Context: an optimization exercise on an open-source flow, tuned for small area, a short achievable clock period and few clock cycles per item. The choices shown serve that exercise and are no tape-out recipe. Where RTL was checked, it was by simulation tests only, not by an equivalence proof against the original. Function not checked in run 6: the RTL went through the layout flow alone. Power figures rest on the tool's default switching activity, not on a simulated workload.

==> flow/design.v <==
package me_pkg;
	localparam int NUM_CAND        = 16;
	localparam int BLOCK_PIXELS    = 256;
	localparam int BEATS_PER_BLOCK = BLOCK_PIXELS + NUM_CAND - 1;
	localparam int IN_CREDITS  = 4;
	localparam int OUT_CREDITS = 2;
	localparam int IN_CNT_W  = $clog2(IN_CREDITS + 1);
	localparam int OUT_CNT_W = $clog2(OUT_CREDITS + 1);
	typedef logic [7:0] pixel_t;
	typedef logic [15:0] sad_t;
	typedef logic [3:0] mv_t;
	typedef logic [8:0] beat_t;
endpackage
`timescale 1ns/1ps
module pixel_feeder (
	input  logic           clk,
	input  logic           arst_n,
	input  logic           in_valid,
	input  me_pkg::pixel_t c_pix,
	input  me_pkg::pixel_t p_pix,
	output logic           in_credit,
	input  logic           res_pend,
	output logic           step,
	output me_pkg::pixel_t c,
	output me_pkg::pixel_t pn,
	output me_pkg::beat_t  beat
);
	logic [me_pkg::IN_CREDITS-1:0] owed;
	logic                          grant;
	always_ff @(posedge clk) begin
		c <= c_pix;
		pn <= ~p_pix;
	end
	always_ff @(posedge clk or negedge arst_n) begin
		if (!arst_n) begin
			step <= 1'b0;
		end else begin
			step <= in_valid;
		end
	end
	always_ff @(posedge clk or negedge arst_n) begin
		if (!arst_n) begin
			beat <= '0;
		end else if (step) begin
			beat <= (beat == me_pkg::beat_t'(me_pkg::BEATS_PER_BLOCK - 1)) ? '0 : beat + 1'b1;
		end
	end
	assign grant = owed[0] && !(res_pend &&
		(beat >= me_pkg::beat_t'(me_pkg::BLOCK_PIXELS - 7)) &&
		(beat <= me_pkg::beat_t'(me_pkg::BLOCK_PIXELS - 1)));
	always_ff @(posedge clk or negedge arst_n) begin
		if (!arst_n) begin
			owed      <= '0;
			in_credit <= 1'b0;
		end else begin
			if (in_valid && !grant) begin
				owed <= {owed[me_pkg::IN_CREDITS-2:0], 1'b1};
			end else if (!in_valid && grant) begin
				owed <= {1'b0, owed[me_pkg::IN_CREDITS-1:1]};
			end
			in_credit <= grant;
		end
	end
endmodule
`timescale 1ns/1ps
module sad_pe (
	input  logic           clk,
	input  logic           arst_n,
	input  logic           step,
	input  logic           en,
	input  me_pkg::pixel_t c_in,
	input  logic [3:0]     c_nx_hi,
	input  me_pkg::pixel_t pn,
	input  logic [3:0]     pn_hi_d,
	input  logic           clr,
	output me_pkg::pixel_t c_out,
	output me_pkg::sad_t   sad
);
	always_ff @(posedge clk) begin
		if (step) begin
			c_out <= c_in;
		end
	end
	logic [4:0] ac;
	logic [3:0] xl;
	logic [4:0] gc;
	logic       hp;
	logic       gt;
	assign ac[0] = 1'b0;
	for (genvar i = 0; i < 4; i++) begin : g_a
		assign xl[i]   = c_in[i] ^ pn[i] ^ ac[i];
		assign ac[i+1] = (c_in[i] & pn[i]) | (ac[i] & (c_in[i] ^ pn[i]));
	end
	assign gc[0] = 1'b0;
	for (genvar i = 4; i < 8; i++) begin : g_g
		assign gc[i-3] = (c_in[i] & pn[i]) | (gc[i-4] & (c_in[i] ^ pn[i]));
	end
	assign hp = ((c_in[7:4] ^ pn[7:4]) == 4'hf);
	assign gt = gc[4] | (hp & ac[4]);
	logic [3:0] xl_r;
	logic       k_r;
	logic       gt_r;
	logic       en_r;
	always_ff @(posedge clk) begin
		xl_r <= xl | {4{~en}};
		k_r  <= ac[4];
		gt_r <= gt & en;
	end
	always_ff @(posedge clk or negedge arst_n) begin
		if (!arst_n) begin
			en_r <= 1'b0;
		end else begin
			en_r <= en;
		end
	end
	logic [4:0] bc;
	logic [3:0] xh;
	logic [3:0] dl;
	logic [4:0] lc;
	logic [3:0] s0;
	logic [3:0] dh_r;
	logic       cy4_r;
	assign bc[0] = k_r;
	for (genvar i = 0; i < 4; i++) begin : g_b
		assign xh[i]   = c_nx_hi[i] ^ pn_hi_d[i] ^ bc[i];
		assign bc[i+1] = (c_nx_hi[i] & pn_hi_d[i]) | (bc[i] & (c_nx_hi[i] ^ pn_hi_d[i]));
	end
	assign dl    = xl_r ^ {4{~gt_r}};
	assign lc[0] = gt_r;
	for (genvar i = 0; i < 4; i++) begin : g_s0
		assign s0[i]   = sad[i] ^ dl[i] ^ lc[i];
		assign lc[i+1] = (sad[i] & dl[i]) | (lc[i] & (sad[i] ^ dl[i]));
	end
	always_ff @(posedge clk) begin
		dh_r  <= en_r ? (xh ^ {4{~gt_r}}) : 4'd0;
		cy4_r <= lc[4];
	end
	logic [4:0] mc;
	logic [3:0] s1;
	logic       cy8_r;
	assign mc[0] = cy4_r;
	for (genvar i = 0; i < 4; i++) begin : g_s1
		assign s1[i]   = sad[i+4] ^ dh_r[i] ^ mc[i];
		assign mc[i+1] = (sad[i+4] & dh_r[i]) | (mc[i] & (sad[i+4] ^ dh_r[i]));
	end
	always_ff @(posedge clk) begin
		cy8_r <= mc[4];
	end
	logic [7:0] s2;
	assign s2 = sad[15:8] + {7'd0, cy8_r};
	always_ff @(posedge clk) begin
		sad <= clr ? '0 : {s2, s1, s0};
	end
endmodule
`timescale 1ns/1ps
module best_match (
	input  logic           clk,
	input  logic           arst_n,
	input  logic           fin,
	input  logic [me_pkg::NUM_CAND-1:0][15:0] sads,
	output logic [me_pkg::NUM_CAND-1:0] rd,
	output logic           res_pend,
	output logic           out_valid,
	output me_pkg::mv_t    mv,
	output me_pkg::sad_t   sad,
	input  logic           out_credit
);
	logic [3:0]                   fin_d;
	me_pkg::mv_t                  ridx;
	logic                         cmp;
	me_pkg::sad_t                 cand_r;
	me_pkg::mv_t                  cidx;
	logic [me_pkg::OUT_CNT_W-1:0] credits;
	logic                         send;
	always_ff @(posedge clk or negedge arst_n) begin
		if (!arst_n) begin
			fin_d <= '0;
			ridx  <= '0;
			cmp   <= 1'b0;
		end else begin
			fin_d <= {fin_d[2:0], fin};
			cmp   <= fin_d[3];
			if (fin_d[3]) begin
				ridx <= ridx + 1'b1;
			end
		end
	end
	for (genvar d = 0; d < me_pkg::NUM_CAND; d++) begin : g_rd
		assign rd[d] = fin_d[3] && (ridx == me_pkg::mv_t'(d));
	end
	always_ff @(posedge clk) begin
		cand_r <= sads[ridx];
	end
	assign cidx = ridx - 1'b1;
	assign send = res_pend && (credits != '0);
	always_ff @(posedge clk) begin
		if (cmp && ((cidx == '0) || (cand_r < sad))) begin
			sad <= cand_r;
			mv  <= cidx;
		end
	end
	always_ff @(posedge clk or negedge arst_n) begin
		if (!arst_n) begin
			res_pend  <= 1'b0;
			out_valid <= 1'b0;
			credits   <= me_pkg::OUT_CNT_W'(me_pkg::OUT_CREDITS);
		end else begin
			if (cmp && (cidx == me_pkg::mv_t'(me_pkg::NUM_CAND - 1))) begin
				res_pend <= 1'b1;
			end else if (send) begin
				res_pend <= 1'b0;
			end
			out_valid <= send;
			credits   <= credits + me_pkg::OUT_CNT_W'(out_credit) - me_pkg::OUT_CNT_W'(send);
		end
	end
endmodule
`timescale 1ns/1ps
module mv_search_top (
	input  logic           clk,
	input  logic           arst_n,
	input  logic           in_valid,
	input  me_pkg::pixel_t c_pix,
	input  me_pkg::pixel_t p_pix,
	output logic           in_credit,
	output logic           out_valid,
	output me_pkg::mv_t    mv,
	output me_pkg::sad_t   sad,
	input  logic           out_credit
);
	logic           step;
	me_pkg::pixel_t pn;
	logic [3:0]     pn_hi_d;
	me_pkg::beat_t  beat;
	logic           res_pend;
	logic           fin;
	logic [1:0]     rst_q;
	logic           clr_all;
	me_pkg::pixel_t                    c_chain [me_pkg::NUM_CAND+1];
	logic [me_pkg::NUM_CAND-1:0][15:0] sads;
	logic [me_pkg::NUM_CAND-1:0]       en;
	logic [me_pkg::NUM_CAND-1:0]       rd;
	pixel_feeder u_feeder (
		.clk       (clk),
		.arst_n    (arst_n),
		.in_valid  (in_valid),
		.c_pix     (c_pix),
		.p_pix     (p_pix),
		.in_credit (in_credit),
		.res_pend  (res_pend),
		.step      (step),
		.c         (c_chain[0]),
		.pn        (pn),
		.beat      (beat)
	);
	always_ff @(posedge clk) begin
		pn_hi_d <= pn[7:4];
	end
	always_ff @(posedge clk or negedge arst_n) begin
		if (!arst_n) begin
			rst_q <= 2'b11;
		end else begin
			rst_q <= {rst_q[0], 1'b0};
		end
	end
	assign clr_all = rst_q[1];
	for (genvar d = 0; d < me_pkg::NUM_CAND; d++) begin : g_en
		assign en[d] = step && (beat >= me_pkg::beat_t'(d)) &&
			(beat <= me_pkg::beat_t'(me_pkg::BLOCK_PIXELS - 1 + d));
	end
	assign fin = step && (beat >= me_pkg::beat_t'(me_pkg::BLOCK_PIXELS - 1));
	for (genvar d = 0; d < me_pkg::NUM_CAND; d++) begin : g_pe
		sad_pe u_pe (
			.clk     (clk),
			.arst_n  (arst_n),
			.step    (step),
			.en      (en[d]),
			.c_in    (c_chain[d]),
			.c_nx_hi (c_chain[d+1][7:4]),
			.pn      (pn),
			.pn_hi_d (pn_hi_d),
			.clr     (clr_all || rd[d]),
			.c_out   (c_chain[d+1]),
			.sad     (sads[d])
		);
	end
	best_match u_drain (
		.clk        (clk),
		.arst_n     (arst_n),
		.fin        (fin),
		.sads       (sads),
		.rd         (rd),
		.res_pend   (res_pend),
		.out_valid  (out_valid),
		.mv         (mv),
		.sad        (sad),
		.out_credit (out_credit)
	);
endmodule
==> flow/run.sh <==
#!/bin/bash
# synth_recipe.tcl (not shown) runs the flow's synth.tcl, then flattens the netlist and writes it again
# the make line also repeats each setting of config.mk as NAME=value (left out here)
make -C /OpenROAD-flow-scripts/flow DESIGN_CONFIG=/design/flow/config.mk WORK_HOME=/design/flow/orfs CLKGATE_MAP_FILE= SYNTH_SCRIPT=/design/flow/synth_recipe.tcl finish
==> flow/config.mk <==
export PLATFORM = sky130hd
export DESIGN_NAME = mv_search_top
export DESIGN_NICKNAME = mv_search_top
export VERILOG_FILES = /design/flow/design.v
export SDC_FILE = /design/flow/constraint.sdc
export NUM_CORES = 4
export LEC_CHECK = 0
export CAP_MARGIN = 20
export CORE_MARGIN = 2
export CORE_UTILIZATION = 55
export CTS_CLUSTER_DIAMETER = 100
export CTS_CLUSTER_SIZE = 24
export SETUP_SLACK_MARGIN = 3.2
export SLEW_MARGIN = 20
==> flow/constraint.sdc <==
create_clock -name core_clock -period 5.5 [get_ports {clk}]
set_input_delay 1.1000 -clock core_clock [delete_from_list [all_inputs] [get_ports {clk}]]
set_output_delay 1.1000 -clock core_clock [all_outputs]
set_load 0.01 [all_outputs]
==> notes.md, run 1 <==
mapped cell area 31,200 um^2; flop2flop setup slack 3.17 ns; I/O pins 42; Clk pin slew, worst setup/hold paths 0.10 ns; layout cells sized above 1 0.142; LEAKAGE 0.0142 uW; drt wl/cell 21.9 um; Most common cell on crit path fa_2; Critical Path Source Type flip-flop; Clock Latency Late Sink 0.59 ns; Max Cap Violations 0; Initial Utilization 0.555; Req. time, crit path 5.97 ns; CP Data Arrival Time 2.80 ns; Tcrit/Tclk final 0.424; Worst Setup End Kind flip-flop; Distinct cells, synth 66; largest net degree at the start of global routing 73; Worst Hold Path EP rst_q[1]; Yosys warnings 5; Fin Setup TNS 0 ns; Hold/Removal Path Class flip-flop to flip-flop; Power Density 372 nW/um^2; Tot Pwr 12,800 uW; vias in the first global route 18,308; most numerous cell in the Yosys netlist dfxtp_1; first-pass GRT wire length 113 mm; DRC viols 0; hold_sp rst_q[0]; #FFs+latches synth between 600 and 700; H-tree Lvls 2; R2R depth 11; routability congestion estimate 0.901; status no timing/DRC/antenna violations; initial antenna violation count 2; dpl ws 2.56 ns; syn_nets 2,913; Seq/Total Area, Yosys 0.486; cells after synthesis 2,546; post-synth top area share 0.310; Post-synth EDFFs between 100 and 150; post-DP HPWL 55.5 mm; hold buffers post-CTS 0; Final setup viols 0; Synth area leaders dfxtp_1, edfxtp_1, fa_1, mux4_2, ha_1; num rows 87; Final Max Tran Viols 0; main flop type after synthesis dfxtp_1; dpl cell area 32,400 um^2; Max VDD drop roughly 0.3 mV; DR vias 17,861; fin nets 2,987; Routed Antenna Nets 0; shortest period the worst path allows 2.33 ns; drt first pass iters 5; largest fanout on the critical path 8; Rel. slew slack 0.222; Final Hold Viols 0; reg2reg end g_pe[2].u_pe.gt_r; Synth area leader dfxtp_1; Mean Syn Cell Area between 10 and 15 um^2; Routed WL 74.3 mm; R2R Path Start u_feeder.pn[0]; kind of critical path flip-flop to flip-flop; hold path cells 0; RSZ-0062 raised after global routing yes; root buffer cell clkbuf_16; die area 58,700 um^2; DRC marker count from the first detailed-route iteration 1,253; Port Buffers 41; fin area ~34,000 um^2; Via density between 5 and 6; Synth-to-Final Area Change 10.2%; worst slew pin tran 1.16 ns; ant diodes 0; Clock Sinks 674; commonest cells in the netlist dfxtp_1, inv_1, fa_1; Overflow after GRT 0; Peak Freq approximately 0.43 GHz; total track usage 0.257; critical-path cell list buf_12 -> ha_2 -> fa_2 -> inv_2 -> fa_2 -> inv_1 -> fa_2 -> a21oi_2 -> nor2b_1 -> o211ai_1 -> a21boi_2; clk_skew ~0.029 ns; Die X 242 um; Slowest-stage cell, CP dfxtp_4; TritonCTS Buffers 34; Max stage delay on crit path 0.38 ns; CTS Buffer Depth 3; CTS tree done; Vert. Die Dim 242 um; FFs w/ async S/R, synth 0.0682; Hold WS roughly 0.36 ns; Core Area 56,300 um^2; Setup WS post-layout 3.17 ns
[power breakdown]
| part | leakage (uW) | internal, uW | switching (uW) |
|---|---|---|---|
| registers | 0.00595 | 5980 | 862 |
| clock network | 0.000499 | 1290 | 1620 |
| logic | 0.00777 | 1450 | 1600 |
[how the worst max path moves through the flow]
stage	startpoint	end	slack, ns	cells past startpoint
floorplan	u_feeder.step	g_pe[9].u_pe.gt_r	3.17	4
global placement	u_drain.ridx[1]	g_pe[14].u_pe.sad[13]	2.69	4
detailed placement	u_drain.ridx[1]	g_pe[14].u_pe.sad[13]	2.56	4
CTS	u_feeder.pn[1]	g_pe[5].u_pe.gt_r	3.11	12
global route	u_feeder.pn[1]	g_pe[9].u_pe.gt_r	3.03	12
finish	u_feeder.pn[0]	g_pe[2].u_pe.gt_r	3.17	11
[flip-flops by register name, indices dropped and copies added (netlist names), 64 cells and up]
name,flops
g_pe.u_pe.dh_r,64
g_pe.u_pe.sad,256
g_pe.u_pe.c_out,124
g_pe.u_pe.xl_r,64
[metrics by stage]
step | util | std cells
3_5_place_dp | 0.576 | 3285
3_3_place_gp | 0.576 | 3285
4_1_cts | 0.605 | 3381
2_1_floorplan | - | 2546
6_report | 0.611 | 3397
5_1_grt | 0.611 | 3397
[cell usage in the layout, fill, tap and decap left out, types with 9 or more instances in the layout]
master,Yosys,layout
xor2_1,162,161
clkbuf_16,0,38
inv_1,319,304
dfxtp_2,0,13
buf_2,21,22
a21boi_1,2,12
nand3_1,88,88
nand2_1,44,44
o21ai_0,20,16
clkbuf_1,42,17
o211ai_1,15,15
nand4_1,9,9
mux2i_1,18,18
inv_2,0,11
fa_1,208,160
fa_2,0,48
edfxtp_1,144,144
and2_1,167,167
clkdlybuf4s50_1,0,18
nand2b_1,36,36
nor2b_1,18,18
ha_1,139,131
mux4_2,80,80
a31oi_1,20,15
nor2_1,170,169
a21oi_2,1,11
a21oi_1,40,30
dfrtp_1,43,31
and3_1,38,36
buf_4,2,49
dfxtp_1,484,468
xnor2_1,104,104
o21a_1,9,9
[routing by layer]
layer / GRT usage / share of wire / up-vias
li1: - / - / 8456
met1: 0.375 / 0.47 / 8902
met2: 0.395 / 0.44 / 384
met3: 0.0284 / 0.038 / 119
met4: 0.107 / 0.048 / 0
met5: 0 / 0 / -
[cell type report]
type	count	area, um^2
Clock inverter	2	25.0
Sequential cell	674	15200
Inverter	319	1210
Timing Repair Buffer	106	960
Tap cell	756	946
Fill cell	4499	21900
Clock buffer	55	1010
Multi-Input combinational cell	1485	15000
[critical path, delay by kind of cell (launching register included)]
kind	cells	cell delay [ns]
adders and majority gates	4	1.05
AOI/OAI and AO/OA	3	0.46
DFF	1	0.38
buffers and inverters	3	0.26
and+or+nand+nor	1	0.06
[timing repair]
action,4_1_cts,5_1_grt
gates cloned,1,0
setup buffers,38,16
resized for setup,180,61
pin swaps,24,25
endpoints found under the setup margin,430,195
[cells by family (layout without fill, tap and decap cells)]
family          Yosys count  count (layout)  synth area share
compound gates          174             175            0.0386
simple gates            598             598             0.100
buf+inv                 388             482            0.0480
other cells               1               1          0.000120
fa+ha+maj               347             347             0.189
flops                   674             674             0.486
xor+xnor                266             266            0.0746
mux                      98              98            0.0635
Testbench counts, summed over its fixed seeds: cycles 52,096, items 192.
==> inputs of run 2 (changes only) <==
--- a/flow/config.mk
+++ b/flow/config.mk
@@ -7,8 +7,8 @@
 export LEC_CHECK = 0
 export CAP_MARGIN = 20
 export CORE_MARGIN = 2
-export CORE_UTILIZATION = 55
+export CORE_UTILIZATION = 40
 export CTS_CLUSTER_DIAMETER = 100
 export CTS_CLUSTER_SIZE = 24
-export SETUP_SLACK_MARGIN = 3.2
+export SETUP_SLACK_MARGIN = 3.4
 export SLEW_MARGIN = 20
==> run 2 against run 1 <==
Compared with the run above:
- area after synthesis unchanged
- critical path depth unchanged
- critical path type unchanged
- hold slack worse by 0.0062 ns
- clock power hardly changed
- non-clock buffer count rose by 20
- still clean
- maximum frequency is 0.57% higher
- largest cell class is now multi-input combinational cells
- clock-buffer cell count stayed put
- sequential cell count unchanged
- final cell count grew 9.0%
- worst setup slack better by 0.013 ns
==> notes.md, run 2 <==
Hold WS 0.356 ns (-0.00625 ns); Biggest register g_pe.u_pe.sad; Internal 8950 uW (+2.5%); cells after synthesis 2,546 (unchanged); Routed WL 73.4 mm (-1.1%); Req. time, crit path 5.97 ns (about the same); mapped cell area 31,200 um^2 (unchanged); fin nets 3,009 (+0.74%); total track usage 0.181 (-0.0765); Die X 283 um (+17%); Fin Setup TNS 0 ns (unchanged); commonest cells after routing, fill and taps aside dfxtp_1, inv_1, nor2_1, and2_1, edfxtp_1; Max Cap Violations 0 (unchanged); Final setup viols 0 (unchanged); Power Density 366 nW/um^2 (-1.7%); Core Area 77,300 um^2 (+37%); Net Sw Power 4200 uW (+3.0%); CTS tree done; num rows 102 (+17%); Synth area leaders dfxtp_1, edfxtp_1, fa_1, mux4_2, ha_1; Port Buffers 41 (unchanged); layout cells sized above 1 0.226 (+0.0840); kind of critical path flip-flop to flip-flop; Overflow after GRT 0 (unchanged); Largest register FFs 256 (unchanged); shortest period the worst path allows 2.32 ns (-0.0131 ns); leading cell type in the layout, fill and taps excluded dfxtp_1; syn_nets 2,913 (unchanged); CP Data Arrival Time 2.79 ns (about the same); Hold/Removal Path Class flip-flop to flip-flop; first-pass GRT wire length 112 mm (-0.96%); most numerous cell in the Yosys netlist dfxtp_1; Clk pwr share 0.222 (-0.005); drt first pass iters 5 (unchanged); post-synth top area share 0.310 (unchanged); Critical Path Source Type flip-flop; dpl ws 2.34 ns (-0.220 ns); status no timing/DRC/antenna violations; Peak Freq 0.431 GHz (+0.57%); combinational share of power 0.256 (+0.018); Vert. Die Dim 283 um (+17%); Initial Utilization 0.404 (-0.151); Seq pwr share 0.523 (-0.012); drt wl/cell 19.8 um (-9.3%); largest net degree at the start of global routing 77 (+5.5%); Tcrit/Tclk final 0.422 (-0.00239); I/O pins 42 (unchanged); main flop type after synthesis dfxtp_1; Seq/Total Area, Yosys 0.486 (unchanged); DR vias 17,992 (+0.73%); die area 80,300 um^2 (+37%); vias in the first global route 18,454 (+0.80%); Setup WS post-layout 3.18 ns (+0.0131 ns); Synth-to-Final Area Change 15.0%; Final Hold Viols 0 (unchanged); Final Max Tran Viols 0 (unchanged); worst slew pin tran 1.05 ns (-0.113 ns); Worst Setup End Kind flip-flop; RSZ-0062 raised after global routing yes; commonest cells in the netlist dfxtp_1, inv_1, fa_1; Routed Antenna Nets 0 (unchanged); Switching Fraction 0.320 (+0.000955); Distinct cells, synth 66 (unchanged); Clk pin slew, worst setup/hold paths 0.10 ns (about the same); largest fanout on the critical path 8 (unchanged); #FFs+latches synth 674 (unchanged); Rel. slew slack 0.298 (+0.0752); initial antenna violation count 1 (-1); H-tree Lvls 2 (unchanged); routability congestion estimate 0.868 (-3.6%); ant diodes 0 (unchanged); LEAKAGE 0.0144 uW (+0.88%); FFs w/ async S/R, synth 0.0682 (unchanged); DRC marker count from the first detailed-route iteration 1,199 (-4.3%); Mean Syn Cell Area 12.3 um^2 (unchanged); post-DP HPWL 55.3 mm (-0.33%); Post-synth EDFFs 144 (unchanged); DRC viols 0 (unchanged); Regs by FF count g_pe.u_pe.sad (256), g_pe.u_pe.c_out (124); Yosys warnings 5 (unchanged); TritonCTS Buffers 34 (unchanged); Clock Sinks 674 (unchanged); clk_skew 0.0160 ns (-0.0131 ns); Via density 4.86 (-7.6%); Synth area leader dfxtp_1; Clock Latency Late Sink 0.59 ns (about the same); CTS Buffer Depth 3 (unchanged); root buffer cell clkbuf_16; Max VDD drop 0.172 mV (-41%)
-- run 2: cell counts after synthesis --
No cell type changed its count.
-- run 2: cells by family after synthesis --
kind of cell    Yosys count  share of synthesized area
compound gates          174                     0.0386
xor+xnor                266                     0.0746
fa+ha+maj               347                      0.189
buf+inv                 388                     0.0480
flops                   674                      0.486
mux                      98                     0.0635
other cells               1                   0.000120
simple gates            598                      0.100
-- run 2: final cells by class --
class	instances	area (um^2)
inverters	319	1220
well taps	1040	1300
clock inverters	3	22.5
repair buffers	126	1220
multi-input cells	1487	15900
flip-flops and latches	674	15300
fillers	6926	41400
clock buffers	55	1010
-- run 2: power groups by stage --
stage,Clock [uW],Sequential [uW],Combinational [uW]
final,2910,6870,3360
after global routing,3160,6970,3820
after CTS,3000,6840,3120
after detailed placement,0,6970,2930
after global placement,0,6950,2770
after floorplan,0,6490,2280
-- run 2: final timing paths --
check | start | cells past startpoint | end | slack (ns)
min in group asynchronous | arst_n | 1 | u_feeder.beat[3] | 0.53
max | u_feeder.pn[0] | 11 | g_pe[7].u_pe.gt_r | 3.18
min reg2reg | u_drain.fin_d[2] | 0 | u_drain.fin_d[3] | 0.36
max in group asynchronous | arst_n | 2 | u_drain.ridx[1] | 4.16
min | u_drain.fin_d[2] | 0 | u_drain.fin_d[3] | 0.36
max reg2reg | u_feeder.pn[0] | 11 | g_pe[7].u_pe.gt_r | 3.18
-- run 2: metrics by stage --
step / std cells / power, uW / util / instance area [um^2]
finish: 3704 / 13100 / 0.464 / 35900
CTS: 3672 / 13000 / 0.451 / 34800
detailed placement: 3567 / 9890 / 0.426 / 33000
global route: 3704 / 14000 / 0.464 / 35900
global placement: 3567 / 9720 / 0.426 / 33000
floorplan: 2546 / 8780 / - / 31500
-- run 2: critical path: stages, from the launching register on --
cell and delay (ns):
dfxtp_4 0.37, buf_12 0.15, ha_4 0.17, fa_2 0.38, inv_2 0.07, fa_2 0.20
inv_2 0.04, fa_2 0.40, a21oi_2 0.14, nor2b_1 0.05, o211ai_1 0.16, a21boi_1 0.09
-- run 2: repair_timing --
item / CTS / global route
hold buffers: 0 / 0
gates resized for setup: 229 / 201
setup buffers: 46 / 27
gates cloned: 1 / 4
pin swaps: 25 / 100
setup endpoints to repair: 527 / 280
-- run 2: routing by layer --
| metal | wire length, um | vias to the layer above | global-route usage |
|---|---|---|---|
| li1 | - | 8489 | - |
| met1 | 34600 | 9111 | 0.256 |
| met2 | 34900 | 306 | 0.296 |
| met3 | 2210 | 86 | 0.0211 |
| met4 | 1630 | 0 | 0.0466 |
| met5 | 0 | - | 0 |
==> inputs of run 3 (changes only) <==
--- a/flow/config.mk
+++ b/flow/config.mk
@@ -10,5 +10,5 @@
 export CORE_UTILIZATION = 40
 export CTS_CLUSTER_DIAMETER = 100
 export CTS_CLUSTER_SIZE = 24
-export SETUP_SLACK_MARGIN = 3.4
+export SETUP_SLACK_MARGIN = 3.0
 export SLEW_MARGIN = 20
==> run 3 against run 2 <==
Compared with the run above:
- design area is 5.0% lower
- clock skew increased by 0.0070 ns
- critical path depth is 1 lower
- largest cell class is now registers
- maximum frequency down 5.5%
- register-to-register slack got worse by 0.14 ns
- hold slack got worse by 0.0088 ns
- synthesized cell count unchanged
- still clean on timing, DRC and antenna
- die area stayed put
==> notes.md, run 3 <==
Final Max Tran Viols 0 (unchanged); Biggest register g_pe.u_pe.sad; Setup WS post-layout 3.04 ns (-0.135 ns); Rel. slew slack 0.274 (-0.0232); RSZ-0062 raised after global routing yes; Distinct cells, synth 66 (unchanged); Hold/Removal Path Class flip-flop to flip-flop; grt met1 use 0.263 (+0.00734); Max Cap Violations 0 (unchanged); fin area 34,100 um^2 (-5.0%); Largest register FFs 256 (unchanged); mapped cell area 31,200 um^2 (unchanged); Via density 4.85 (-0.13%); post-DP HPWL 57.2 mm (+3.5%); Clock Latency Late Sink 0.59 ns (about the same); commonest cells in the netlist dfxtp_1, inv_1, fa_1; ant diodes 0 (unchanged); Synth area leaders dfxtp_1, edfxtp_1, fa_1, mux4_2, ha_1; initial antenna violation count 1 (unchanged); Layout fillers 7,113 (+2.7%); #FFs+latches synth 674 (unchanged); Worst Setup End Kind flip-flop; worst slew pin tran 1.09 ns (+0.0348 ns); Peak Freq 0.407 GHz (-5.5%); DRC marker count from the first detailed-route iteration 1,199 (unchanged); Die X 283 um (unchanged); Port Buffers 41 (unchanged); Power Density 376 nW/um^2 (+2.7%); Seq/Total Area, Yosys 0.486 (unchanged); Req. time, crit path 5.99 ns (+0.02 ns); Mean Syn Cell Area 12.3 um^2 (unchanged); most numerous cell in the Yosys netlist dfxtp_1; fin nets 2,956 (-1.8%); Synth area leader dfxtp_1; Core Area 77,300 um^2 (unchanged); status no timing/DRC/antenna violations; Clk pwr share 0.235 (+0.013); dpl ws 2.56 ns (+0.213 ns); syn_nets 2,913 (unchanged); die area 80,300 um^2 (unchanged); Final Hold Viols 0 (unchanged); shortest period the worst path allows 2.46 ns (+0.135 ns); Tcrit/Tclk final 0.446 (+0.0246); main flop type after synthesis dfxtp_1; total track usage 0.187 (+0.00575); dpl cell area 32,800 um^2 (-0.57%); Yosys warnings 5 (unchanged); DR vias 17,711 (-1.6%); Max VDD drop 0.200 mV (+16%); num rows 102 (unchanged); Most common cell on crit path fa_1; I/O pins 42 (unchanged); Routed WL 73.9 mm (+0.67%); R2R depth 10 (-1); Net Sw Power 4120 uW (-1.8%); DRC viols 0 (unchanged); layout cells sized above 1 0.0823 (-0.144); Regs by FF count g_pe.u_pe.sad (256), g_pe.u_pe.c_out (124); combinational share of power 0.233 (-0.023); Critical Path Source Type flip-flop; root buffer cell clkbuf_16; CTS tree done; routability congestion estimate 0.859 (-1.1%); post-synth top area share 0.310 (unchanged); critical-path cell list ha_1 -> fa_1 -> inv_1 -> fa_1 -> inv_1 -> fa_1 -> a21o_1 -> a21oi_1 -> o21ai_0 -> and3_1; H-tree Lvls 2 (unchanged); Global Route met2 Usage 0.297 (+0.00104); hold buffers post-CTS 0 (unchanged); Vert. Die Dim 283 um (unchanged); CP Data Arrival Time 2.95 ns (+0.16 ns); hold path cells 0 (unchanged); CTS Buffer Depth 3 (unchanged); leading cell type in the layout, fill and taps excluded dfxtp_1; cells after synthesis 2,546 (unchanged); FFs w/ async S/R, synth 0.0682 (unchanged); Synth-to-Final Area Change 9.33%; Max stage delay on crit path 0.43 ns (+0.03 ns); clk_skew 0.0230 ns (+0.00696 ns); Slowest-stage cell, CP dfxtp_4; GR peak layer met2; largest net degree at the start of global routing 55 (-29%); Overflow after GRT 0 (unchanged); Seq pwr share 0.532 (+0.009); Final setup viols 0 (unchanged); Post-synth EDFFs 144 (unchanged); largest fanout on the critical path 16 (+8); TritonCTS Buffers 35 (+2.9%); Initial Utilization 0.404 (unchanged); kind of critical path flip-flop to flip-flop; commonest cells after routing, fill and taps aside dfxtp_1, inv_1, fa_1, nor2_1, and2_1; Internal 8710 uW (-2.6%); first-pass GRT wire length 115 mm (+2.2%); LEAKAGE 0.0141 uW (-1.6%); vias in the first global route 18,663 (+1.1%); Routed Antenna Nets 0 (unchanged); drt first pass iters 4 (-1); Switching Fraction 0.321 (+0.00177); Fin Setup TNS 0 ns (unchanged); drt wl/cell 20.2 um (+2.1%); Clk pin slew, worst setup/hold paths 0.10 ns (about the same); met3 Track Usage GR 0.0258 (+0.00474); Clock Sinks 674 (unchanged)
## run 3: cell types whose count changed in the layout (fill, tap and decap cells not counted), moves of 22 or more
cell,change
fa_1,+100
fa_2,-100
ha_1,+27
buf_4,-33
dlygate4sd2_1,+22
inv_2,-63
ha_4,-23
inv_1,+66
## run 3: layout make-up
| type | instances | area (um^2) | share of cell area |
|---|---|---|---|
| Clock buffer | 54 | 1000 | 0.0293 |
| Clock inverter | 5 | 78.8 | 0.00231 |
| Inverter | 319 | 1210 | 0.0354 |
| Multi-Input combinational cell | 1485 | 14600 | 0.429 |
| Sequential cell | 674 | 15200 | 0.445 |
| Tap cell | 1040 | 1300 | 0.0381 |
| Timing Repair Buffer | 74 | 706 | 0.0207 |
## run 3: path summary, 6_finish.rpt
path,from,end,slack (ns)
max,u_feeder.pn[0],g_pe[12].u_pe.gt_r,3.04
min,rst_q[0],rst_q[1],0.35
max reg2reg,u_feeder.pn[0],g_pe[12].u_pe.gt_r,3.04
min reg2reg,rst_q[0],rst_q[1],0.35
max in group asynchronous,arst_n,rst_q[0],3.87
min in group asynchronous,arst_n,u_drain.ridx[1],0.64
## run 3: critical path: cells and delay by family, from the launching register on
family / cells / cell delay, ns
simple gates: 1 / 0.18
compound gates: 3 / 0.42
flops: 1 / 0.43
buf+inv: 2 / 0.14
fa+ha+maj: 4 / 1.20
## run 3: logic make-up (layout without fill, tap and decap cells)
group,after synthesis,count (layout),synth area share
muxes,98,98,0.0635
other,1,1,0.000120
and+or+nand+nor,598,598,0.100
adders and majority gates,347,347,0.189
xor gates and xnor gates,266,266,0.0746
DFF,674,674,0.486
buffers and inverters,388,452,0.0480
AOI/OAI and AO/OA,174,175,0.0386
## run 3: through the flow
step | instances | util | hold slack, ns | total power [uW]
6_report | 3651 | 0.441 | 0.347 | 12800
5_1_grt | 3651 | 0.441 | 0.357 | 13600
4_1_cts | 3644 | 0.440 | 0.351 | 12900
3_5_place_dp | 3573 | 0.424 | 0.335 | 9920
3_3_place_gp | 3573 | 0.424 | 0.338 | 9740
2_1_floorplan | 2546 | - | 0.331 | 8750
## run 3: power groups by stage
stage / clock, uW / combinational, uW / sequential (uW)
finish: 3020 / 2990 / 6830
global route: 3260 / 3430 / 6940
CTS: 3100 / 2990 / 6850
detailed placement: 0 / 2960 / 6960
global placement: 0 / 2790 / 6950
floorplan: 0 / 2250 / 6490
## run 3: routing by layer
layer | share of wire | vias up
li1 | - | 8392
met1 | 0.47 | 8927
met2 | 0.46 | 306
met3 | 0.040 | 86
met4 | 0.032 | 0
met5 | 0 | -
## run 3: repair_timing
action	4_1_cts	5_1_grt
gates resized for setup	50	9
endpoints found under the setup margin	247	75
pin swaps	2	0
gates cloned	1	0
buffers inserted	11	7
==> inputs of run 4 (changes only) <==
--- a/flow/config.mk
+++ b/flow/config.mk
@@ -10,5 +10,6 @@
 export CORE_UTILIZATION = 40
 export CTS_CLUSTER_DIAMETER = 100
 export CTS_CLUSTER_SIZE = 24
-export SETUP_SLACK_MARGIN = 3.0
+export SETUP_SLACK_MARGIN = 3.2
 export SLEW_MARGIN = 20
+export TNS_END_PERCENT = 5
==> run 4 against run 3 <==
Compared with the run above:
- clock skew is 0.0035 ns higher
- first-iteration DRC count is 6.2% lower
- global-route usage is 1.0 points lower
- hold slack better by 0.021 ns
- routed wire length is 4.3% lower
- synthesized cell count stayed put
- still clean on timing, DRC and antenna
- largest cell class unchanged
- area after synthesis stayed put
==> notes.md, run 4 <==
Peak Freq 0.391 GHz (-4.1%); layout cells sized above 1 0.0980 (+0.0156); Distinct cells, synth 66 (unchanged); FFs w/ async S/R, synth 0.0682 (unchanged); combinational share of power 0.235 (+0.002); Clk pin slew, worst setup/hold paths 0.10 ns (about the same); root buffer cell clkbuf_16; DRC marker count from the first detailed-route iteration 1,125 (-6.2%); Regs by FF count g_pe.u_pe.sad (256), g_pe.u_pe.c_out (124); mapped cell area 31,200 um^2 (unchanged); hold buffers post-CTS 0 (unchanged); status no timing/DRC/antenna violations; Via density 4.81 (-0.83%); Mean Syn Cell Area 12.3 um^2 (unchanged); Layout fillers 7,064 (-0.69%); Synth area leaders dfxtp_1, edfxtp_1, fa_1, mux4_2, ha_1; kind of critical path flip-flop to primary output; worst slew pin tran 1.01 ns (-0.0804 ns); LEAKAGE 0.0143 uW (+1.1%); DR vias 17,573 (-0.78%); first-pass GRT wire length 110 mm (-4.3%); Internal 8690 uW (-0.25%); Max Cap Violations 0 (unchanged); dpl cells 3,568 (-0.14%); Clock Latency Late Sink 0.60 ns (about the same); num rows 102 (unchanged); Max VDD drop 0.194 mV (-3.0%); Synth area leader dfxtp_1; ant diodes 0 (unchanged); syn_nets 2,913 (unchanged); cells after synthesis 2,546 (unchanged); Final Max Tran Viols 0 (unchanged); fin nets 2,959 (+0.10%); commonest cells after routing, fill and taps aside dfxtp_1, inv_1, fa_1, nor2_1, and2_1; H-tree Lvls 2 (unchanged); largest net degree at the start of global routing 78 (+42%); final std cells w/o fill 3,653 (+0.055%); post-DP HPWL 54.7 mm (-4.3%); Rel. slew slack 0.326 (+0.0514); Net Sw Power 4030 uW (-2.2%); commonest cells in the netlist dfxtp_1, inv_1, fa_1; Worst Setup End Kind primary output; Initial Utilization 0.404 (unchanged); leading cell type in the layout, fill and taps excluded dfxtp_1; R2R depth 5 (-5); I/O pins 42 (unchanged); Synth-to-Final Area Change 10.1%; routability congestion estimate 0.837 (-2.6%); Routed WL 70.7 mm (-4.3%); largest fanout on the critical path 1 (-15); Clk pwr share 0.229 (-0.006); Biggest register g_pe.u_pe.sad; Max stage delay on crit path 0.53 ns (+0.10 ns); post-synth top area share 0.310 (unchanged); Clock Sinks 674 (unchanged); Reg area 15,200 um^2 (about the same); area of the multi-input gates 14,800 um^2 (+1.1%); Final Hold Viols 0 (unchanged); Power Density 370 nW/um^2 (-1.6%); CTS tree done; drt wl/cell 19.4 um (-4.4%); Slowest-stage cell, CP clkdlybuf4s50_1; Post-synth EDFFs 144 (unchanged); main flop type after synthesis dfxtp_1; Hold/Removal Path Class flip-flop to flip-flop; Die X 283 um (unchanged); Fin Setup TNS 0 ns (unchanged); Tcrit/Tclk final 0.465 (+0.0189); Crit path max-delay family buffers and inverters; most numerous cell in the Yosys netlist dfxtp_1; RSZ-0062 raised after global routing yes; Req. time, crit path 4.40 ns (-1.59 ns); Overflow after GRT 0 (unchanged); Yosys warnings 5 (unchanged); die area 80,300 um^2 (unchanged); drt first pass iters 5 (+1); Switching Fraction 0.317 (-0.00433); Largest register FFs 256 (unchanged); vias in the first global route 18,233 (-2.3%); CTS Buffer Depth 3 (unchanged); Seq pwr share 0.536 (+0.004); critical-path cell list clkdlybuf4s50_1; Critical Path Source Type flip-flop; DRC viols 0 (unchanged); Worst path depth 1 (-9); Port Buffers 41 (unchanged); CP Buf/Inv Count 1 (-1); Seq/Total Area, Yosys 0.486 (unchanged); Vert. Die Dim 283 um (unchanged); TritonCTS Buffers 34 (-2.9%); shortest period the worst path allows 2.56 ns (+0.104 ns); clk_skew 0.0265 ns (+0.00354 ns); dpl cell area 32,800 um^2 (about the same); hold path cells 0 (unchanged); CP Data Arrival Time 1.46 ns (-1.49 ns); Final setup viols 0 (unchanged); #FFs+latches synth 674 (unchanged); fin area 34,400 um^2 (+0.71%); total track usage 0.176 (-0.0102); Routed Antenna Nets 0 (unchanged); initial antenna violation count 1 (unchanged); Core Area 77,300 um^2 (unchanged)
## run 4: cell count changes in the layout (fill, tap and decap cells not counted), moves of 4 or more
cell	delta
ha_1	-5
dlygate4sd2_1	-22
o21bai_4	+4
fa_2	+24
dlymetal6s2s_1	+21
fa_1	-24
## run 4: final timing paths
path / startpoint / to / slack (ns)
setup / recovery: u_drain.out_valid / out_valid / 2.94
hold / removal: rst_q[0] / rst_q[1] / 0.37
setup reg to reg: u_drain.ridx[1] / u_drain.sad[4] / 2.97
hold reg to reg: rst_q[0] / rst_q[1] / 0.37
max in group asynchronous: arst_n / u_drain.credits[1] / 4.34
min in group asynchronous: arst_n / g_pe[9].u_pe.en_r / 0.45
## run 4: per-layer routing
metal,track usage,vias to the layer above,wire (um)
met2,0.283,347,32300
met5,0,-,0
li1,-,8396,-
met3,0.0231,82,2600
met4,0.0405,0,1630
met1,0.255,8748,34200
## run 4: layout make-up
class,count,area share
Clock inverter,2,0.000728
Inverter,319,0.0353
Sequential cell,674,0.442
Tap cell,1040,0.0379
Timing Repair Buffer,78,0.0239
Multi-Input combinational cell,1485,0.431
Clock buffer,55,0.0295
## run 4: cell families after synthesis
| family | share of synthesized area |
|---|---|
| other cells | 0.000120 |
| buf+inv | 0.0480 |
| mux | 0.0635 |
| flops | 0.486 |
| compound gates | 0.0386 |
| xor+xnor | 0.0746 |
| simple gates | 0.100 |
| fa+ha+maj | 0.189 |
## run 4: timing repair
| item | in CTS | in global routing |
|---|---|---|
| endpoints found under the setup margin | 412 | 403 |
| buffers inserted | 5 | 21 |
| pin swaps | 0 | 6 |
| cloned | 0 | 1 |
| resized for setup | 11 | 82 |
## run 4: power by group through the flow
stage / logic [uW] / registers, uW / clock network, uW
finish: 2990 / 6820 / 2910
detailed placement: 2910 / 6960 / 0
floorplan: 2260 / 6490 / 0
CTS: 2900 / 6850 / 3000
global placement: 2730 / 6940 / 0
global route: 3430 / 6930 / 3170
## run 4: stage by stage
stage	util	hold slack (ns)	setup slack, ns	total power (uW)
6_report	0.444	0.368	2.94	12700
5_1_grt	0.444	0.377	2.88	13500
4_1_cts	0.439	0.367	2.72	12800
3_5_place_dp	0.424	0.354	2.35	9870
3_3_place_gp	0.424	0.339	2.47	9670
2_1_floorplan	-	0.331	3.16	8750
==> inputs of run 5 (changes only) <==
--- a/flow/config.mk
+++ b/flow/config.mk
@@ -12,4 +12,3 @@
 export CTS_CLUSTER_SIZE = 24
 export SETUP_SLACK_MARGIN = 3.2
 export SLEW_MARGIN = 20
-export TNS_END_PERCENT = 5
==> run 5 against run 4 <==
Compared with the run above:
- critical path depth did not move
- via count is 1.1% higher
- clock-buffer cell count fell by 2
- hold slack lost 0.031 ns
- utilization up 0.46 points
- sequential share of layout area down 0.39 points
- largest power group unchanged
- routed wire length increased by 1.6%
- non-clock buffer count grew 24
- clock skew up 0.00074 ns
- final cell count up 0.74%
- combinational power increased by 1%
- sequential cell count is the same
==> notes.md, run 5 <==
status no timing/DRC/antenna violations; hold buffers post-CTS 0 (unchanged); fin nets 2,985 (+0.88%); layout cells sized above 1 0.141 (+0.0434); mapped cell area 31,200 um^2 (unchanged); die area 80,300 um^2 (unchanged); XOR/XNOR Fraction of Synth Area 0.0746 (unchanged); Power Density 369 nW/um^2 (-0.21%); commonest cells after routing, fill and taps aside dfxtp_1, inv_1, nor2_1, and2_1, xor2_1; dpl ws 2.40 ns (+0.0568 ns); Synth-to-Final Area Change 11.3%; dpl cells 3,567 (-0.028%); Final Hold Viols 0 (unchanged); Clock Latency Late Sink 0.58 ns (-0.02 ns); shortest period the worst path allows 2.39 ns (-0.172 ns); FFs w/ async S/R, synth 0.0682 (unchanged); Seq/Total Area, Yosys 0.486 (unchanged); Rel. slew slack 0.313 (-0.0130); LEAKAGE 0.0142 uW (-0.40%); CTS tree done; Final Max Tran Viols 0 (unchanged); Vert. Die Dim 283 um (unchanged); Die X 283 um (unchanged); largest family of logic cells by synthesized area adder cells; H-tree Lvls 2 (unchanged); flop2flop setup slack 3.15 ns (+0.18 ns); cells after synthesis 2,546 (unchanged); routability congestion estimate 0.848 (+1.4%); Slowest-stage cell, CP edfxtp_1; main flop type after synthesis dfxtp_1; DR vias 17,760 (+1.1%); root buffer cell clkbuf_16; Clk pin slew, worst setup/hold paths 0.10 ns (about the same); Max VDD drop 0.183 mV (-5.4%); Max stage delay on crit path 0.51 ns (-0.02 ns); Crit path max-delay family flip-flops; Via density 4.83 (+0.32%); Routed WL 71.8 mm (+1.6%); Max Cap Violations 0 (unchanged); Hold/Removal Path Class flip-flop to flip-flop; Final setup viols 0 (unchanged); largest fanout on the critical path 1 (unchanged); Initial Utilization 0.404 (unchanged); vias in the first global route 18,513 (+1.5%); critical-path cell list buf_2; RSZ-0062 raised after global routing yes; Synth Area in Adders 0.189 (unchanged); DRC marker count from the first detailed-route iteration 1,295 (+15%); Post-synth EDFFs 144 (unchanged); #FFs+latches synth 674 (unchanged); leading cell type in the layout, fill and taps excluded dfxtp_1; Core Area 77,300 um^2 (unchanged); largest net degree at the start of global routing 71 (-9.0%); Critical Path Source Type flip-flop; clk_skew 0.0273 ns (+0.000739 ns); most numerous cell in the Yosys netlist dfxtp_1; kind of critical path flip-flop to primary output; Biggest register g_pe.u_pe.sad; initial antenna violation count 5 (+4); Overflow after GRT 0 (unchanged); post-synth top area share 0.310 (unchanged); TritonCTS Buffers 36 (+5.9%); CTS Buffer Depth 3 (unchanged); Compound-Gate Fraction of Synth Area 0.0386 (unchanged); first-pass GRT wire length 112 mm (+1.9%); Synth area leaders dfxtp_1, edfxtp_1, fa_1, mux4_2, ha_1; Largest register FFs 256 (unchanged); DRC viols 0 (unchanged); Routed Antenna Nets 0 (unchanged); syn_nets 2,913 (unchanged); Req. time, crit path 4.40 ns (about the same); post-DP HPWL 54.6 mm (-0.25%); drt first pass iters 5 (unchanged); Peak Freq 0.419 GHz (+7.2%); CP Buf/Inv Count 1 (unchanged); Mean Syn Cell Area 12.3 um^2 (unchanged); commonest cells in the netlist dfxtp_1, inv_1, fa_1; Fin Setup TNS 0 ns (unchanged); Synth area leader dfxtp_1; I/O pins 42 (unchanged); num rows 102 (unchanged); total track usage 0.180 (+0.00350); Distinct cells, synth 66 (unchanged); fraction of the mapped netlist area in simple logic gates 0.100 (unchanged); worst slew pin tran 1.03 ns (+0.0194 ns); Port Buffers 41 (unchanged); Tcrit/Tclk final 0.434 (-0.0313); Hold WS 0.337 ns (-0.0313 ns); CP Data Arrival Time 1.29 ns (-0.17 ns); Regs by FF count g_pe.u_pe.sad (256), g_pe.u_pe.c_out (124); drt wl/cell 19.5 um (+0.84%); Clock Sinks 674 (unchanged); Worst Setup End Kind primary output; final std cells w/o fill 3,680 (+0.74%); Setup WS post-layout 3.11 ns (+0.172 ns); Yosys warnings 5 (unchanged); mux contribution to synthesized area 0.0635 (unchanged)
==> run 5: cell counts after synthesis <==
Identical to the previous run, type by type.
==> run 5: worst reg2reg max path, delay by kind of cell, from the launching register on <==
kind,cells,cell delay (ns)
and+or+nand+nor,1,0.18
buffers and inverters,3,0.28
adders and majority gates,4,1.07
AOI/OAI and AO/OA,3,0.35
DFF,1,0.37
==> run 5: repair_timing <==
action | in CTS | in global routing
endpoints found under the setup margin | 482 | 90
pin swaps | 14 | 28
setup buffers | 35 | 15
hold endpoints to repair | 0 | 0
gates cloned | 2 | 1
resized for setup | 183 | 61
==> run 5: stage by stage <==
stage               total power, uW   util  area (um^2)
global placement               9670  0.424        32800
finish                        12800  0.449        34700
CTS                           12900  0.445        34400
floorplan                      8750      -        31300
global route                  13600  0.449        34700
detailed placement             9850  0.424        32800
==> run 5: path summary, 6_finish.rpt <==
kind,start,end,cells after the start
worst min-delay path,u_drain.fin_d[0],u_drain.fin_d[1],0
max in group asynchronous,arst_n,u_feeder.beat[8],2
worst min register to register,u_drain.fin_d[0],u_drain.fin_d[1],0
worst max-delay path,u_drain.mv[2],mv[2],1
worst max register to register,u_feeder.pn[0],g_pe[12].u_pe.gt_r,11
min in group asynchronous,arst_n,u_feeder.in_credit,2
==> run 5: power by group <==
group | total, uW | leakage, uW | internal, uW | switching (uW)
clock | 2970 | 0.000524 | 1300 | 1670
sequential | 6830 | 0.00595 | 5990 | 841
combinational | 3030 | 0.00774 | 1440 | 1590
total | 12800 | 0.0142 | 8730 | 4100
==> run 5: area by class of cell <==
class / instances / area, um^2
fill: 7030 / 42600
clock inverter: 6 / 91.3
antenna: 1 / 2.50
multi-input combinational: 1485 / 15000
inverter: 319 / 1210
clock buffer: 53 / 997
tap: 1040 / 1300
timing repair buffer: 102 / 943
sequential: 674 / 15200
==> run 5: cells by family after synthesis <==
logic type / after synthesis
AOI/OAI and AO/OA: 174
adders and majority gates: 347
DFF: 674
and+or+nand+nor: 598
muxes: 98
other: 1
xor gates and xnor gates: 266
buffers and inverters: 388
==> run 5: routing by layer <==
metal  global-route usage  vias up  share of wire
li1                     -     8446              -
met1                0.257     8863           0.47
met5                    0        -              0
met2                0.291      367           0.47
met4               0.0444        0          0.024
met3               0.0235       84          0.040
==> inputs of run 6 (changes only) <==
--- a/flow/design.v
+++ b/flow/design.v
@@ -23,7 +23,9 @@
 	output logic           step,
 	output me_pkg::pixel_t c,
 	output me_pkg::pixel_t pn,
-	output me_pkg::beat_t  beat
+	output me_pkg::beat_t  beat,
+	output logic           beat_lo,
+	output logic           beat_hi
 );
 	logic [me_pkg::IN_CREDITS-1:0] owed;
 	logic                          grant;
@@ -38,11 +40,17 @@
 			step <= in_valid;
 		end
 	end
+	me_pkg::beat_t beat_nx;
+	assign beat_nx = (beat == me_pkg::beat_t'(me_pkg::BEATS_PER_BLOCK - 1)) ? '0 : beat + 1'b1;
 	always_ff @(posedge clk or negedge arst_n) begin
 		if (!arst_n) begin
-			beat <= '0;
+			beat    <= '0;
+			beat_lo <= 1'b1;
+			beat_hi <= 1'b0;
 		end else if (step) begin
-			beat <= (beat == me_pkg::beat_t'(me_pkg::BEATS_PER_BLOCK - 1)) ? '0 : beat + 1'b1;
+			beat    <= beat_nx;
+			beat_lo <= (beat_nx < me_pkg::beat_t'(me_pkg::NUM_CAND));
+			beat_hi <= (beat_nx >= me_pkg::beat_t'(me_pkg::BLOCK_PIXELS));
 		end
 	end
 	assign grant = owed[0] && !(res_pend &&
@@ -96,7 +104,11 @@
 		assign gc[i-3] = (c_in[i] & pn[i]) | (gc[i-4] & (c_in[i] ^ pn[i]));
 	end
 	assign hp = ((c_in[7:4] ^ pn[7:4]) == 4'hf);
-	assign gt = gc[4] | (hp & ac[4]);
+	logic ge;
+	logic he;
+	assign ge = gc[4] & en;
+	assign he = hp & en;
+	assign gt = ge | (he & ac[4]);
 	logic [3:0] xl_r;
 	logic       k_r;
 	logic       gt_r;
@@ -104,7 +116,7 @@
 	always_ff @(posedge clk) begin
 		xl_r <= xl | {4{~en}};
 		k_r  <= ac[4];
-		gt_r <= gt & en;
+		gt_r <= gt;
 	end
 	always_ff @(posedge clk or negedge arst_n) begin
 		if (!arst_n) begin
@@ -131,8 +143,14 @@
 		assign s0[i]   = sad[i] ^ dl[i] ^ lc[i];
 		assign lc[i+1] = (sad[i] & dl[i]) | (lc[i] & (sad[i] ^ dl[i]));
 	end
+	logic dh1;
+	logic dh0;
+	assign dh1 = en_r & gt_r;
+	assign dh0 = en_r & ~gt_r;
 	always_ff @(posedge clk) begin
-		dh_r  <= en_r ? (xh ^ {4{~gt_r}}) : 4'd0;
+		for (int i = 0; i < 4; i++) begin
+			dh_r[i] <= xh[i] ? dh1 : dh0;
+		end
 		cy4_r <= lc[4];
 	end
 	logic [4:0] mc;
@@ -232,6 +250,8 @@
 	me_pkg::pixel_t pn;
 	logic [3:0]     pn_hi_d;
 	me_pkg::beat_t  beat;
+	logic           beat_lo;
+	logic           beat_hi;
 	logic           res_pend;
 	logic           fin;
 	logic [1:0]     rst_q;
@@ -251,7 +271,9 @@
 		.step      (step),
 		.c         (c_chain[0]),
 		.pn        (pn),
-		.beat      (beat)
+		.beat      (beat),
+		.beat_lo   (beat_lo),
+		.beat_hi   (beat_hi)
 	);
 	always_ff @(posedge clk) begin
 		pn_hi_d <= pn[7:4];
@@ -265,10 +287,11 @@
 	end
 	assign clr_all = rst_q[1];
 	for (genvar d = 0; d < me_pkg::NUM_CAND; d++) begin : g_en
-		assign en[d] = step && (beat >= me_pkg::beat_t'(d)) &&
-			(beat <= me_pkg::beat_t'(me_pkg::BLOCK_PIXELS - 1 + d));
+		assign en[d] = step &&
+			!(beat_lo && (beat[3:0] < 4'(d))) &&
+			!(beat_hi && (beat[3:0] >= 4'(d)));
 	end
-	assign fin = step && (beat >= me_pkg::beat_t'(me_pkg::BLOCK_PIXELS - 1));
+	assign fin = step && (beat_hi || (beat == me_pkg::beat_t'(me_pkg::BLOCK_PIXELS - 1)));
 	for (genvar d = 0; d < me_pkg::NUM_CAND; d++) begin : g_pe
 		sad_pe u_pe (
 			.clk     (clk),
==> run 6 against run 5 <==
Compared with the run above:
- non-clock buffer count down 14
- still clean on timing, DRC and antenna
- sequential power down 2%
- via count down 2.6%
- maximum frequency up 0.36%
- final cell count down 1.0%
- global-route usage down 0.28 points
==> notes.md, run 6 <==
Overflow after GRT 0 (unchanged); Regs by FF count g_pe.u_pe.sad (256), g_pe.u_pe.c_out (124); Crit path max-delay family flip-flops; shortest period the worst path allows 2.38 ns (-0.00865 ns); CTS tree done; Routed Antenna Nets 0 (unchanged); Rel. slew slack 0.236 (-0.0767); cells after synthesis 2,523 (-0.90%); Max VDD drop 0.215 mV (+17%); Yosys warnings 5 (unchanged); syn_nets 2,892 (-0.72%); Routed WL 69.4 mm (-3.3%); Setup WS post-layout 3.12 ns (+0.00865 ns); dpl ws 2.49 ns (+0.0883 ns); dpl cells 3,548 (-0.53%); most numerous cell in the Yosys netlist dfxtp_1; Distinct cells, synth 61 (-7.6%); routability congestion estimate 0.834 (-1.7%); Slowest-stage cell, CP edfxtp_1; Core Area 77,100 um^2 (-0.33%); leading cell type in the layout, fill and taps excluded dfxtp_1; Max stage delay on crit path 0.50 ns (about the same); DRC viols 0 (unchanged); kind of critical path flip-flop to primary output; critical-path cell list buf_2; Largest register FFs 256 (unchanged); status no timing/DRC/antenna violations; Clock Sinks 675 (+0.15%); mux contribution to synthesized area 0.0649 (+0.00146); LEAKAGE 0.0141 uW (-1.0%); largest family of logic cells by synthesized area adder cells; initial antenna violation count 1 (-4); Post-synth EDFFs 144 (unchanged); Final Hold Viols 0 (unchanged); main flop type after synthesis dfxtp_1; DR vias 17,303 (-2.6%); mapped cell area 31,000 um^2 (-0.65%); largest fanout on the critical path 2 (+1); Final Max Tran Viols 0 (unchanged); XOR/XNOR Fraction of Synth Area 0.0754 (+0.000767); drt wl/cell 19.1 um (-2.3%); Seq/Total Area, Yosys 0.490 (+0.00400); vias in the first global route 17,883 (-3.4%); Via density 4.75 (-1.6%); Port Buffers 41 (unchanged); Mean Syn Cell Area 12.3 um^2 (+0.26%); R2R depth 14 (+3); Compound-Gate Fraction of Synth Area 0.0317 (-0.00689); commonest cells after routing, fill and taps aside dfxtp_1, inv_1, nor2_1, fa_1, and2_1; commonest cells in the netlist dfxtp_1, inv_1, fa_1; Layout fillers 7,084 (+0.77%); total track usage 0.177 (-0.00282); clk_skew 0.0417 ns (+0.0145 ns); final std cells w/o fill 3,642 (-1.0%); hold_sp u_drain.fin_d[1]; drt first pass iters 5 (unchanged); Synth area leader dfxtp_1; R2R Path Start u_feeder.pn[0]; CP Data Arrival Time 1.28 ns (about the same); RSZ-0062 raised after global routing yes; FFs w/ async S/R, synth 0.0696 (+0.00138); CTS Buffer Depth 3 (unchanged); DRC marker count from the first detailed-route iteration 1,230 (-5.0%); Initial Utilization 0.402 (-0.00128); Critical Path Source Type flip-flop; post-DP HPWL 52.5 mm (-3.8%); CP Buf/Inv Count 1 (unchanged); Die X 282 um (-0.32%); largest net degree at the start of global routing 69 (-2.8%); fin nets 2,951 (-1.1%); root buffer cell clkbuf_16; post-synth top area share 0.312 (+0.00202); first-pass GRT wire length 108 mm (-3.5%); #FFs+latches synth 675 (+0.15%); Fin Setup TNS 0 ns (unchanged); Power Density 353 nW/um^2 (-4.5%); I/O pins 42 (unchanged); Synth area leaders dfxtp_1, edfxtp_1, fa_1, ha_1, mux4_2; layout cells sized above 1 0.133 (-0.00870); Biggest register g_pe.u_pe.sad; Hold/Removal Path Class flip-flop to flip-flop; crit path launch u_drain.sad[7]; Clk pin slew, worst setup/hold paths 0.10 ns (about the same); Worst path depth 1 (unchanged); die area 79,800 um^2 (-0.64%); worst slew pin tran 1.14 ns (+0.118 ns); Vert. Die Dim 282 um (-0.32%); Max Cap Violations 0 (unchanged); Req. time, crit path 4.40 ns (about the same); Clock Latency Late Sink 0.60 ns (+0.02 ns); worst setup path end sad[7]; reg2reg end g_pe[2].u_pe.gt_r; Final setup viols 0 (unchanged); Tcrit/Tclk final 0.432 (-0.00157); Synth-to-Final Area Change 10.6%; TritonCTS Buffers 34 (-5.6%); num rows 102 (unchanged); flop2flop setup slack 3.21 ns (+0.06 ns); fraction of the mapped netlist area in simple logic gates 0.0995 (-0.000841); Peak Freq 0.420 GHz (+0.36%); Synth Area in Adders 0.191 (+0.00203); Worst Setup End Kind primary output; H-tree Lvls 2 (unchanged)
-- run 6: cell type report --
class | count | area (um^2) | share of cell area
clock inverters | 3 | 30.0 | 0.000875
inverters | 310 | 1170 | 0.0342
well taps | 1040 | 1300 | 0.0379
repair buffers | 88 | 887 | 0.0258
diodes | 1 | 2.50 | 0.0000729
clock buffers | 52 | 950 | 0.0277
flip-flops and latches | 675 | 15200 | 0.444
multi-input cells | 1473 | 14700 | 0.429
-- run 6: timing repair --
action | CTS | global route
resized for setup | 124 | 131
pin swaps | 3 | 33
endpoints found under the setup margin | 442 | 120
cloned | 1 | 2
hold buffers | 0 | 0
buffers inserted | 18 | 17
-- run 6: routing by layer --
layer	routed length (um)	GRT usage
met4	1520	0.0418
met5	0	0
met2	32300	0.283
met1	33100	0.254
met3	2570	0.0251
-- run 6: kinds of logic after synthesis --
logic type,Yosys count
buffers and inverters,376
DFF,675
adders and majority gates,349
other,1
xor gates and xnor gates,267
muxes,99
and+or+nand+nor,610
AOI/OAI and AO/OA,146
-- run 6: how the worst min path moves through the flow --
stage,endpoint,depth (start not counted)
finish,u_drain.fin_d[2],0
global route,rst_q[1],0
CTS,u_drain.fin_d[2],0
detailed placement,u_drain.fin_d[2],0
global placement,u_drain.fin_d[1],0
floorplan,u_drain.fin_d[1],0
-- run 6: per-stage QoR --
stage / hold WS, ns / cell area [um^2] / total power, uW / util
after floorplan: 0.331 / 31100 / 8360 / -
after global placement: 0.343 / 32600 / 9140 / 0.422
after detailed placement: 0.335 / 32600 / 9320 / 0.422
after CTS: 0.358 / 33800 / 12200 / 0.439
after global routing: 0.361 / 34300 / 12900 / 0.445
final: 0.356 / 34300 / 12100 / 0.445
-- run 6: power by group --
part | total [uW] | switching [uW] | internal (uW)
logic | 2590 | 1340 | 1250
clock network | 2840 | 1630 | 1220
registers | 6670 | 747 | 5920
==> inputs of run 7 (changes only) <==
--- a/flow/design.v
+++ b/flow/design.v
@@ -104,11 +104,7 @@
 		assign gc[i-3] = (c_in[i] & pn[i]) | (gc[i-4] & (c_in[i] ^ pn[i]));
 	end
 	assign hp = ((c_in[7:4] ^ pn[7:4]) == 4'hf);
-	logic ge;
-	logic he;
-	assign ge = gc[4] & en;
-	assign he = hp & en;
-	assign gt = ge | (he & ac[4]);
+	assign gt = gc[4] | (hp & ac[4]);
 	logic [3:0] xl_r;
 	logic       k_r;
 	logic       gt_r;
@@ -116,7 +112,7 @@
 	always_ff @(posedge clk) begin
 		xl_r <= xl | {4{~en}};
 		k_r  <= ac[4];
-		gt_r <= gt;
+		gt_r <= gt & en;
 	end
 	always_ff @(posedge clk or negedge arst_n) begin
 		if (!arst_n) begin
--- a/flow/config.mk
+++ b/flow/config.mk
@@ -7,7 +7,7 @@
 export LEC_CHECK = 0
 export CAP_MARGIN = 20
 export CORE_MARGIN = 2
-export CORE_UTILIZATION = 40
+export CORE_UTILIZATION = 50
 export CTS_CLUSTER_DIAMETER = 100
 export CTS_CLUSTER_SIZE = 24
 export SETUP_SLACK_MARGIN = 3.2
==> run 7 against run 6 <==
Compared with the run above:
- first-iteration DRC count is 16% lower
- area after synthesis decreased by 0.25%
- sequential cell count stayed put
- die area down 20%
- non-clock buffer count is 3 higher
- sequential power is 2% higher
- clock-buffer cell count grew 5
- sequential share of layout area rose by 0.68 points
- highest routed layer unchanged
- register-to-register slack hardly changed
- critical path depth up 12
- critical path type is now flip-flop to flip-flop
- combinational power increased by 4%
==> notes.md, run 7 <==
hold buffers post-CTS 0 (unchanged); Req. time, crit path 6.01 ns (+1.61 ns); XOR/XNOR Fraction of Synth Area 0.0759 (+0.000475); CTS tree done; leading cell type in the layout, fill and taps excluded dfxtp_1; Synth-to-Final Area Change 9.28%; Hold WS 0.359 ns (+0.00280 ns); layout cells sized above 1 0.121 (-0.0118); status no timing/DRC/antenna violations; fin area 33,800 um^2 (-1.5%); FFs w/ async S/R, synth 0.0696 (unchanged); shortest period the worst path allows 2.28 ns (-0.100 ns); Final Max Tran Viols 0 (unchanged); commonest cells in the netlist dfxtp_1, inv_1, fa_1; Die X 253 um (-11%); Biggest register g_pe.u_pe.sad; clk_skew 0.0205 ns (-0.0212 ns); hold_sp rst_q[0]; Fin Setup TNS 0 ns (unchanged); CP Data Arrival Time 2.78 ns (+1.50 ns); #FFs+latches synth 675 (unchanged); post-synth top area share 0.313 (+0.000796); Critical Path Source Type flip-flop; drt wl/cell 20.5 um (+7.3%); Final Hold Viols 0 (unchanged); R2R depth 13 (-1); Core Area 61,500 um^2 (-20%); Routed Antenna Nets 0 (unchanged); Setup WS post-layout 3.22 ns (+0.100 ns); worst slew pin tran 1.10 ns (-0.0400 ns); commonest cells after routing, fill and taps aside dfxtp_1, inv_1, nor2_1, fa_1, and2_1; TritonCTS Buffers 34 (unchanged); Mean Syn Cell Area 12.3 um^2 (+0.10%); LEAKAGE 0.0141 uW (about the same); dpl ws 2.52 ns (+0.0269 ns); fin nets 2,945 (-0.20%); Synth area leaders dfxtp_1, edfxtp_1, fa_1, ha_1, mux4_2; Tot Pwr 12,400 uW (+2.6%); Synth Area in Adders 0.192 (+0.000487); Detail Route met2 WL 31.5 mm (-2.4%); initial antenna violation count 3 (+2); syn_nets 2,883 (-0.31%); reg2reg end g_pe[10].u_pe.gt_r; ant diodes 0 (-1); root buffer cell clkbuf_16; DRC marker count from the first detailed-route iteration 1,037 (-16%); largest net degree at the start of global routing 60 (-13%); max layer used met4; Tcrit/Tclk final 0.414 (-0.0182); total track usage 0.224 (+0.0467); Vert. Die Dim 253 um (-11%); Power Density 367 nW/um^2 (+4.1%); Max Cap Violations 0 (unchanged); CTS Buffer Depth 3 (unchanged); met3 wire len 2.05 mm (-20%); kind of critical path flip-flop to flip-flop; dpl cell area 32,100 um^2 (-1.3%); mapped cell area 30,900 um^2 (-0.25%); fraction of the mapped netlist area in simple logic gates 0.0994 (-0.000111); die area 63,900 um^2 (-20%); M1 WL 33.8 mm (+2.0%); largest family of logic cells by synthesized area adder cells; Clock Latency Late Sink 0.58 ns (-0.02 ns); Synth area leader dfxtp_1; hold path cells 0 (unchanged); mux contribution to synthesized area 0.0651 (+0.000165); post-DP HPWL 53.4 mm (+1.6%); largest fanout on the critical path 4 (+2); H-tree Lvls 2 (unchanged); Initial Utilization 0.503 (+0.101); Final setup viols 0 (unchanged); drt first pass iters 5 (unchanged); most numerous cell in the Yosys netlist dfxtp_1; Yosys warnings 5 (unchanged); Largest register FFs 256 (unchanged); Rel. slew slack 0.263 (+0.0267); Max VDD drop 0.300 mV (+39%); DRC viols 0 (unchanged); routability congestion estimate 0.879 (+5.3%); Distinct cells, synth 52 (-15%); Hold/Removal Path Class flip-flop to flip-flop; Via density 5.08 (+7.0%); I/O pins 42 (unchanged); DR vias 17,216 (-0.50%); R2R Path Start u_feeder.pn[0]; Regs by FF count g_pe.u_pe.sad (256), g_pe.u_pe.c_out (124); num rows 91 (-11%); Post-synth EDFFs 144 (unchanged); cells after synthesis 2,514 (-0.36%); Routed WL 69.3 mm (-0.18%); first-pass GRT wire length 108 mm (-0.19%); flop2flop setup slack 3.22 ns (about the same); worst setup path end g_pe[10].u_pe.gt_r; main flop type after synthesis dfxtp_1; Overflow after GRT 0 (unchanged); Clk pin slew, worst setup/hold paths 0.10 ns (about the same); Seq/Total Area, Yosys 0.491 (+0.00125); Compound-Gate Fraction of Synth Area 0.0305 (-0.00117); Worst Setup End Kind flip-flop; vias in the first global route 17,571 (-1.7%); crit path launch u_feeder.pn[0]; RSZ-0062 raised after global routing yes; Clock Sinks 675 (unchanged); Port Buffers 41 (unchanged); Peak Freq 0.439 GHz (+4.4%)
==> run 7: cell types whose count changed in the layout (fill, tap and decap cells not counted), sizes merged, moves of 5 or more <==
cell   delta
a21oi     -5
buf       +5
inv      -10
nand3     -6
nor2      +8
or2       +5
xnor2     +6
xor2      -5
==> run 7: layout make-up <==
type | instances | area (um^2)
Clock buffer | 57 | 1040
Clock inverter | 1 | 16.3
Fill cell | 5241 | 27700
Inverter | 301 | 1140
Multi-Input combinational cell | 1473 | 14600
Sequential cell | 675 | 15200
Tap cell | 790 | 988
Timing Repair Buffer | 91 | 806
==> run 7: layer usage <==
layer	GRT usage	up-vias
li1	-	8235
met1	0.329	8632
met2	0.353	271
met3	0.0253	78
met4	0.0631	0
met5	0	-
==> run 7: what timing repair did <==
item,4_1_cts,5_1_grt
endpoints found under the setup margin,393,154
setup buffers,28,14
cloned,1,0
pin swaps,1,17
gates resized for setup,123,92
==> run 7: worst min path at each step <==
stage,end,slack (ns)
2_1_floorplan,u_drain.fin_d[1],0.33
3_3_place_gp,u_drain.fin_d[1],0.34
3_5_place_dp,rst_q[1],0.35
4_1_cts,rst_q[1],0.36
5_1_grt,rst_q[1],0.37
6_report,rst_q[1],0.36
==> run 7: worst max-delay path, cell delays in order (launching register included) <==
cell	delay [ns]
dfxtp_4	0.38
buf_6	0.13
ha_1	0.14
inv_1	0.04
fa_1	0.36
inv_1	0.08
fa_1	0.16
inv_1	0.06
fa_1	0.36
inv_1	0.08
a21oi_1	0.06
nor2b_1	0.11
o211ai_1	0.10
a21boi_1	0.15
==> run 7: cell families after synthesis <==
logic type      Yosys count
flops                   675
simple gates            613
buf+inv                 367
fa+ha+maj               349
xor+xnor                268
compound gates          142
mux                      99
other cells               1
==> run 7: report_power, final <==
group	leakage, uW	switching, uW	total (uW)	internal [uW]
Clock	0.000509	1620	2940	1320
Combinational	0.00758	1390	2690	1300
Sequential	0.00597	802	6780	5980
==> run 7: through the flow <==
stage                     utilization  cells
after floorplan                     -   2514
after global placement          0.523   3287
after detailed placement        0.523   3287
after CTS                       0.545   3374
after global routing            0.550   3388
final                           0.550   3388
Testbench counts of run 7, summed over its fixed seeds: cycles 52,096, items 192.

Setup slack of run 7, layout unchanged: 3.222 ns with ideal ports, 3.167 ns with driving cells assumed (clock clkbuf_16, inputs buf_2), 3.222 ns with port delays also shifted by the 0.629 ns mid clock arrival.
